Source: an optimization exercise on an open RTL-to-GDS flow (aim: small area). Production flows keep margins and buffers that such runs may drop.
At most, simulation tests tie the RTL to the original design; equivalence was not proved.

==> maple <==
## complex_butterfly_bfp
module complex_butterfly_bfp #(
  parameter int IWL1    = 16,
  parameter int IWL2    = 16,
  parameter int OWL     = 16,
  parameter int LATENCY = 4,
  parameter int EXPW    = 5
) (
  input  logic            clk,
  input  logic            rst,
  input  logic            strb_in,
  input  logic [1:0]      mode,
  input  logic [IWL1-1:0] din1_re,
  input  logic [IWL1-1:0] din1_im,
  input  logic [IWL2-1:0] din2_re,
  input  logic [IWL2-1:0] din2_im,
  input  logic [IWL1-1:0] din3_re,
  input  logic [IWL1-1:0] din3_im,
  input  logic            stage_clr,
  input  logic            frame_start,
  output logic [OWL-1:0]  dout1_re,
  output logic [OWL-1:0]  dout1_im,
  output logic [OWL-1:0]  dout2_re,
  output logic [OWL-1:0]  dout2_im,
  output logic            strb_out,
  output logic            sat_out,
  output logic            grow,
  output logic [EXPW-1:0] blk_exp,
  output logic            busy,
  output logic            clr_err
);
  logic        auto_sh, auto_sh_new, clr_acc, grow_hit;
  logic [1:0]  sh_in, sh1;
  logic [3:0]  vld;
  logic [15:0] b_re, b_im, w_re, w_im;
  logic [16:0] q_re_d, q_im_d, q_re, q_im;
  logic [16:0] a_re, a_im;
  logic        ld4, hold4;
  logic [64:0] w4_d;
  logic [16:0] ap_re_d, ap_im_d;
  logic        r0_in, r1_in;
  logic [64:0] w2, w3, w3b, w4;
  assign b_re = din1_re;
  assign b_im = din1_im;
  assign w_re = din2_re;
  assign w_im = din2_im;
  logic one1;
  logic two2;
  logic pp3;
  logic pp4;
  logic pp5;
  logic pp6;
  logic pp7;
  logic pp8;
  logic pp9;
  logic pp10;
  logic pp11;
  logic pp12;
  logic pp13;
  logic pp14;
  logic pp15;
  logic pp16;
  logic pp17;
  logic pp18;
  logic pp19;
  logic ng20;
  logic one21;
  logic two22;
  logic pp23;
  logic pp24;
  logic pp25;
  logic pp26;
  logic pp27;
  logic pp28;
  logic pp29;
  logic pp30;
  logic pp31;
  logic pp32;
  logic pp33;
  logic pp34;
  logic pp35;
  logic pp36;
  logic pp37;
  logic pp38;
  logic pp39;
  logic ng40;
  logic one41;
  logic two42;
  logic pp43;
  logic pp44;
  logic pp45;
  logic pp46;
  logic pp47;
  logic pp48;
  logic pp49;
  logic pp50;
  logic pp51;
  logic pp52;
  logic pp53;
  logic pp54;
  logic pp55;
  logic pp56;
  logic pp57;
  logic pp58;
  logic pp59;
  logic ng60;
  logic one61;
  ...
export LEC_CHECK = 0
export ABC_AREA = 1
export CAP_MARGIN = 0
export CORE_MARGIN = 2
export CORE_UTILIZATION = 70
export SLEW_MARGIN = 0
export SYNTH_HIERARCHICAL = 1
export SYNTH_MINIMUM_KEEP_SIZE = 0
create_clock -name core_clock -period 11.0 [get_ports {clk}]
standard.sh (not shown) runs the stock make flow with config.mk's settings and CLKGATE_MAP_FILE= SYNTH_SCRIPT=/design/flow/synth_recipe.tcl, a recipe that flattens the netlist after the stock synthesis.
==> flow/flow/run.sh <==
#!/bin/bash
# The standard ORFS layout (standard.sh) with these changes:
#  - synthesis is the standard flow's own script, except that ABC maps with area-oriented scripts
#    (flow/abc_leaf.script and flow/abc_area.script, hooked in by flow/abc_override.tcl);
#  - the ports are buffered with the platform's smallest buffer (buf_1) instead of the
#    delay buffer that buffer_ports picks by default;
#  - clock tree synthesis clusters the flip-flops into groups of at most 10 driven by clkbuf_4
#    and inserts no dummy loads.
set -euo pipefail
W=$(pwd)
export BUFFER_PORTS_ARGS="-buffer_cell sky130_fd_sc_hd__buf_1"
export CTS_ARGS="-sink_clustering_enable -repair_clock_nets -dont_use_dummy_load -sink_clustering_size 10 -sink_clustering_max_diameter 30 -buf_list sky130_fd_sc_hd__clkbuf_4"
export MY_ABC_SCRIPT=$W/flow/abc_area.script
export MY_ABC_LEAF_SCRIPT=$W/flow/abc_leaf.script
{ head -n 1 synth_recipe.tcl; cat flow/abc_override.tcl; tail -n +2 synth_recipe.tcl; } > area_synth.tcl
sed "s#SYNTH_SCRIPT=[^ ]*#SYNTH_SCRIPT=$W/area_synth.tcl#" standard.sh > area_synth.sh
bash area_synth.sh synth > synth_flow.log 2>&1
bash standard.sh > standard_flow.log 2>&1
==> flow/flow/abc_area.script <==
strash
dc2
dch -f
map -a
mfs2
strash
dch -f
map -a
topo
stime -c
==> flow/flow/abc_leaf.script <==
strash
dc2
dch -f
amap
==> flow/flow/abc_override.tcl <==
# Inserted into the standard flow's synthesis script (synth_recipe.tcl) after its first line. Only the
# final ABC technology mapping changes: the small gate modules (bao22, bao222n, bnand2) are
# mapped first with flow/abc_leaf.script (ABC's area mapper amap), then the rest of the design
# with flow/abc_area.script (area-oriented map). Everything else, including the flip-flop
# mapping, stays as in the standard flow's synthesis.
rename synth ::synth_recipe
proc synth {args} {
  ::synth_recipe {*}$args
  if { [info commands ::orig_abc] eq "" } {
    rename ::abc ::orig_abc
    proc ::abc {args} {
      set i [lsearch -exact $args -script]
      if { $i >= 0 } {
        set leaf [lreplace $args $i [expr {$i + 1}] -script $::env(MY_ABC_LEAF_SCRIPT)]
        puts "abc with flow/abc_leaf.script: $leaf bao22 bao222n bnand2"
        ::orig_abc {*}$leaf bao22 bao222n bnand2
        set args [lreplace $args $i [expr {$i + 1}] -script $::env(MY_ABC_SCRIPT)]
      }
      puts "abc with flow/abc_area.script: $args"
      ::orig_abc {*}$args
    }
  }
}
==> garnet (differences from maple) <==
--- a/flow/design.v
+++ b/flow/design.v
@@ -31,15 +31,13 @@
   logic        auto_sh, auto_sh_new, clr_acc, grow_hit;
   logic [1:0]  sh_in, sh1;
   logic [3:0]  vld;
   logic [15:0] b_re, b_im, w_re, w_im;
   logic [16:0] q_re_d, q_im_d, q_re, q_im;
-  logic [16:0] a_re, a_im;
+  logic [15:0] a_re, a_im;
   logic        ld4, hold4;
   logic [64:0] w4_d;
-  logic [16:0] ap_re_d, ap_im_d;
-  logic        r0_in, r1_in;
   logic [64:0] w2, w3, w3b, w4;
   assign b_re = din1_re;
   assign b_im = din1_im;
   assign w_re = din2_re;
   assign w_im = din2_im;
@@ -3633,26 +3631,25 @@
   always_comb begin
     auto_sh_new = auto_sh;
     if (frame_start)  auto_sh_new = 1'b0;
     else if (clr_acc) auto_sh_new = grow;
     sh_in = (mode == 2'd3) ? {1'b0, auto_sh_new} : mode;
-    r0_in = sh_in == 2'd1;
-    r1_in = sh_in == 2'd2;
   end
-  binc u_inc_re (.a(din3_re), .r0(r0_in), .r1(r1_in), .ap(ap_re_d));
-  binc u_inc_im (.a(din3_im), .r0(r0_in), .r1(r1_in), .ap(ap_im_d));
   always_ff @(posedge clk) begin
     q_re  <= q_re_d;
     q_im  <= q_im_d;
-    a_re  <= ap_re_d;
-    a_im  <= ap_im_d;
+    a_re  <= din3_re;
+    a_im  <= din3_im;
     sh1   <= sh_in;
   end
   logic [17:0] s1r, s1i, s2r, s2i;
   logic [16:0] f1r, f1i, f2r, f2i;
-  bsum u_sum_re (.ap(a_re), .q(q_re), .s1(s1r), .s2(s2r));
-  bsum u_sum_im (.ap(a_im), .q(q_im), .s1(s1i), .s2(s2i));
+  logic        r0, r1;
+  assign r0 = sh1 == 2'd1;
+  assign r1 = sh1 == 2'd2;
+  bsum u_sum_re (.a(a_re), .q(q_re), .r0(r0), .r1(r1), .s1(s1r), .s2(s2r));
+  bsum u_sum_im (.a(a_im), .q(q_im), .r0(r0), .r1(r1), .s1(s1i), .s2(s2i));
   bscale u_sc1r (.s(s1r), .sh(sh1), .f(f1r));
   bscale u_sc1i (.s(s1i), .sh(sh1), .f(f1i));
   bscale u_sc2r (.s(s2r), .sh(sh1), .f(f2r));
   bscale u_sc2i (.s(s2i), .sh(sh1), .f(f2i));
   always_comb begin
@@ -3695,31 +3692,27 @@
       if (strb_out && grow_hit) grow <= 1'b1;
       if (frame_start) blk_exp <= '0;
     end
   end
 endmodule
-module binc (
+module bsum (
   input  logic [15:0] a,
+  input  logic [16:0] q,
   input  logic        r0,
   input  logic        r1,
-  output logic [16:0] ap
+  output logic [17:0] s1,
+  output logic [17:0] s2
 );
+  logic [16:0] ap;
   logic [16:0] ci;
+  logic [17:0] qx, nq, c1, c2;
   assign ap[0] = a[0] ^ r0;
   assign ci[1] = (a[0] & r0) | r1;
   for (genvar k = 1; k < 16; k++) begin : g_inc
     bha u_ha (.a(a[k]), .b(ci[k]), .s(ap[k]), .co(ci[k+1]));
   end
   assign ap[16] = a[15] ^ ci[16];
-endmodule
-module bsum (
-  input  logic [16:0] ap,
-  input  logic [16:0] q,
-  output logic [17:0] s1,
-  output logic [17:0] s2
-);
-  logic [17:0] qx, nq, c1, c2;
   assign qx = {q[16], q};
   assign nq = ~qx;
   assign s1[0] = ap[0] ^ qx[0];
   assign c1[1] = ap[0] & qx[0];
   assign s2[0] = ap[0] ^ qx[0];
@@ -3735,36 +3728,29 @@
   input  logic [17:0] s,
   input  logic [1:0]  sh,
   output logic [16:0] f
 );
   logic ovf, sel0, sel1, sel2, spos, sneg;
-  logic [15:0] ones_n, m;
+  logic [15:0] ones;
   assign ovf  = (~sh[1] & (s[17] ^ s[16])) | (~sh[1] & ~sh[0] & (s[16] ^ s[15]));
   assign sel0 = ~sh[1] & ~sh[0] & ~ovf;
   assign sel1 = ~sh[1] &  sh[0] & ~ovf;
   assign sel2 =  sh[1];
   assign spos = ovf & ~s[17];
   assign sneg = ovf &  s[17];
-  assign ones_n = ~{sneg, {15{spos}}};
+  assign ones = {sneg, {15{spos}}};
   for (genvar k = 0; k < 16; k++) begin : g_bit
-    bao222n u_sel (.e0(sel0), .x0(s[k]), .e1(sel1), .x1(s[k+1]), .e2(sel2), .x2(s[k+2]),
-                   .y(m[k]));
-    bnand2 u_or (.a(m[k]), .b(ones_n[k]), .y(f[k]));
+    bsel3 u_sel (.e0(sel0), .x0(s[k]), .e1(sel1), .x1(s[k+1]), .e2(sel2), .x2(s[k+2]),
+                 .one(ones[k]), .y(f[k]));
   end
   assign f[16] = ovf;
 endmodule
-module bao222n (
-  input  logic e0, x0, e1, x1, e2, x2,
-  output logic y
-);
-  assign y = ~((e0 & x0) | (e1 & x1) | (e2 & x2));
-endmodule
-module bnand2 (
-  input  logic a, b,
+module bsel3 (
+  input  logic e0, x0, e1, x1, e2, x2, one,
   output logic y
 );
-  assign y = ~(a & b);
+  assign y = (e0 & x0) | (e1 & x1) | (e2 & x2) | one;
 endmodule
 module bao22 (
   input  logic a0, a1, b0, b1,
   output logic y
 );
==> flow/flow/run.sh (replaced) <==
#!/bin/bash
# The standard ORFS layout (standard.sh) with these changes:
#  - synthesis is the standard flow's own script, except that ABC maps with an area-oriented script
#    (flow/abc_area.script, hooked in by flow/abc_override.tcl);
#  - the ports are buffered with the platform's smallest buffer (buf_1) instead of the
#    delay buffer that buffer_ports picks by default;
#  - clock tree synthesis clusters the flip-flops into larger groups driven by clkbuf_8
#    and inserts no dummy loads.
set -euo pipefail
W=$(pwd)
export BUFFER_PORTS_ARGS="-buffer_cell sky130_fd_sc_hd__buf_1"
export CTS_ARGS="-sink_clustering_enable -repair_clock_nets -dont_use_dummy_load -sink_clustering_size 20 -sink_clustering_max_diameter 50 -buf_list sky130_fd_sc_hd__clkbuf_8"
export MY_ABC_SCRIPT=$W/flow/abc_area.script
{ head -n 1 synth_recipe.tcl; cat flow/abc_override.tcl; tail -n +2 synth_recipe.tcl; } > area_synth.tcl
sed "s#SYNTH_SCRIPT=[^ ]*#SYNTH_SCRIPT=$W/area_synth.tcl#" standard.sh > area_synth.sh
bash area_synth.sh synth > synth_flow.log 2>&1
bash standard.sh > standard_flow.log 2>&1
==> flow/flow/abc_area.script (replaced) <==
strash
dch -f
map -a
mfs2
strash
dch -f
map -a
topo
stime -c
==> flow/flow/abc_override.tcl (replaced) <==
# Inserted into the standard flow's synthesis script (synth_recipe.tcl) after its first line: the final ABC
# technology mapping runs flow/abc_area.script (area-oriented mapping) instead of ORFS's
# script. Everything else, including the flip-flop mapping, stays as in the standard flow's synthesis.
rename synth ::synth_recipe
proc synth {args} {
  ::synth_recipe {*}$args
  if { [info commands ::orig_abc] eq "" } {
    rename ::abc ::orig_abc
    proc ::abc {args} {
      set i [lsearch -exact $args -script]
      if { $i >= 0 } {
        set args [lreplace $args $i [expr {$i + 1}] -script $::env(MY_ABC_SCRIPT)]
      }
      puts "abc with flow/abc_area.script: $args"
      ::orig_abc {*}$args
    }
  }
}
Settings changed: CORE_UTILIZATION 70 to 40.
removed: flow/flow/abc_leaf.script
==> summary.md <==
| Metric | Value |
|---|---|
| Status | finished clean |
| Worst Hold Slack | 0.3106 ns |
| Root Buffer | clkbuf_4 |
| Met1 WL | 35,230 um |
| Post-Syn Nets | 3,542 |
| Top cells by area, synth | fa_1 35%, dfxtp_1 19%, xor2_1 14%, o22ai_1 10%, ha_1 6.0% |
| Reg area | 5547 um^2 |
| TritonCTS Buffers | 34 |
| #FFs+latches synth | 277 |
| Largest net degree at the start of global routing | 81 |
| Top post-synthesis cells by count | 518 x fa_1, 492 x o22ai_1, 457 x xor2_1 |
| Hold Path Sink | w3b[59] |
| Met1 usage | 0.6000 |
| Compound-cell area share of the yosys netlist | 0.1826 |
| CP Class | primary input to flop |
| DIE AREA | 43,700 um^2 |
| Setup ws final | 1.119 ns |
# the run above: maple

==> summary.md <==
| Metric | Value |
|---|---|
| Root Buffer | clkbuf_8 |
| CP Class | flop to flop |
| Top post-synthesis cells by count | 518 x fa_1, 496 x o22ai_1, 475 x xor2_1 |
| TritonCTS Buffers | 26 |
| DIE AREA | 76,730 um^2 |
| Top cells by area, synth | fa_1 35%, dfxtp_1 18%, xor2_1 14%, o22ai_1 10%, ha_1 5.9% |
| Met1 usage | 0.3501 |
| Status | finished clean |
| Post-Syn Nets | 3,637 |
| Setup ws final | 1.047 ns |
| Hold Path Sink | w3b[35] |
| Compound-cell area share of the yosys netlist | 0.1866 |
| Largest net degree at the start of global routing | 77 |
| #FFs+latches synth | 275 |
# the run above: garnet

Only the layout flow was run in maple; the RTL was not checked for function there.

[port drivers added, routing unchanged]
How much do the figures lean on ideal ports? The routed layouts below were timed once more, with nothing changed but the port constraints.
Step 1 assumes that a clkbuf_16 drives the clock port and a buf_2 every other input.
Step 2 times the ports against the registers' clock, not the clock port: input delays grow and output delays shrink by t, the midpoint of the rising clock arrivals with the driver on.
Three values: no drivers, after step 1, after step 2; two values: the first two.
| run | t, ns | slack for setup (ns) | worst setup path at the end |
|---|---|---|---|
| maple | 0.629 | 1.119 / 1.120 / 0.492 | input to register |
| garnet | 0.580 | 1.047 / 1.047 / 1.047 | register to register |
After both steps every run listed still meets setup and hold. For maple, which loses most, drivers alone change the setup slack by +0.001 ns; drivers and shift together by -0.627 ns.
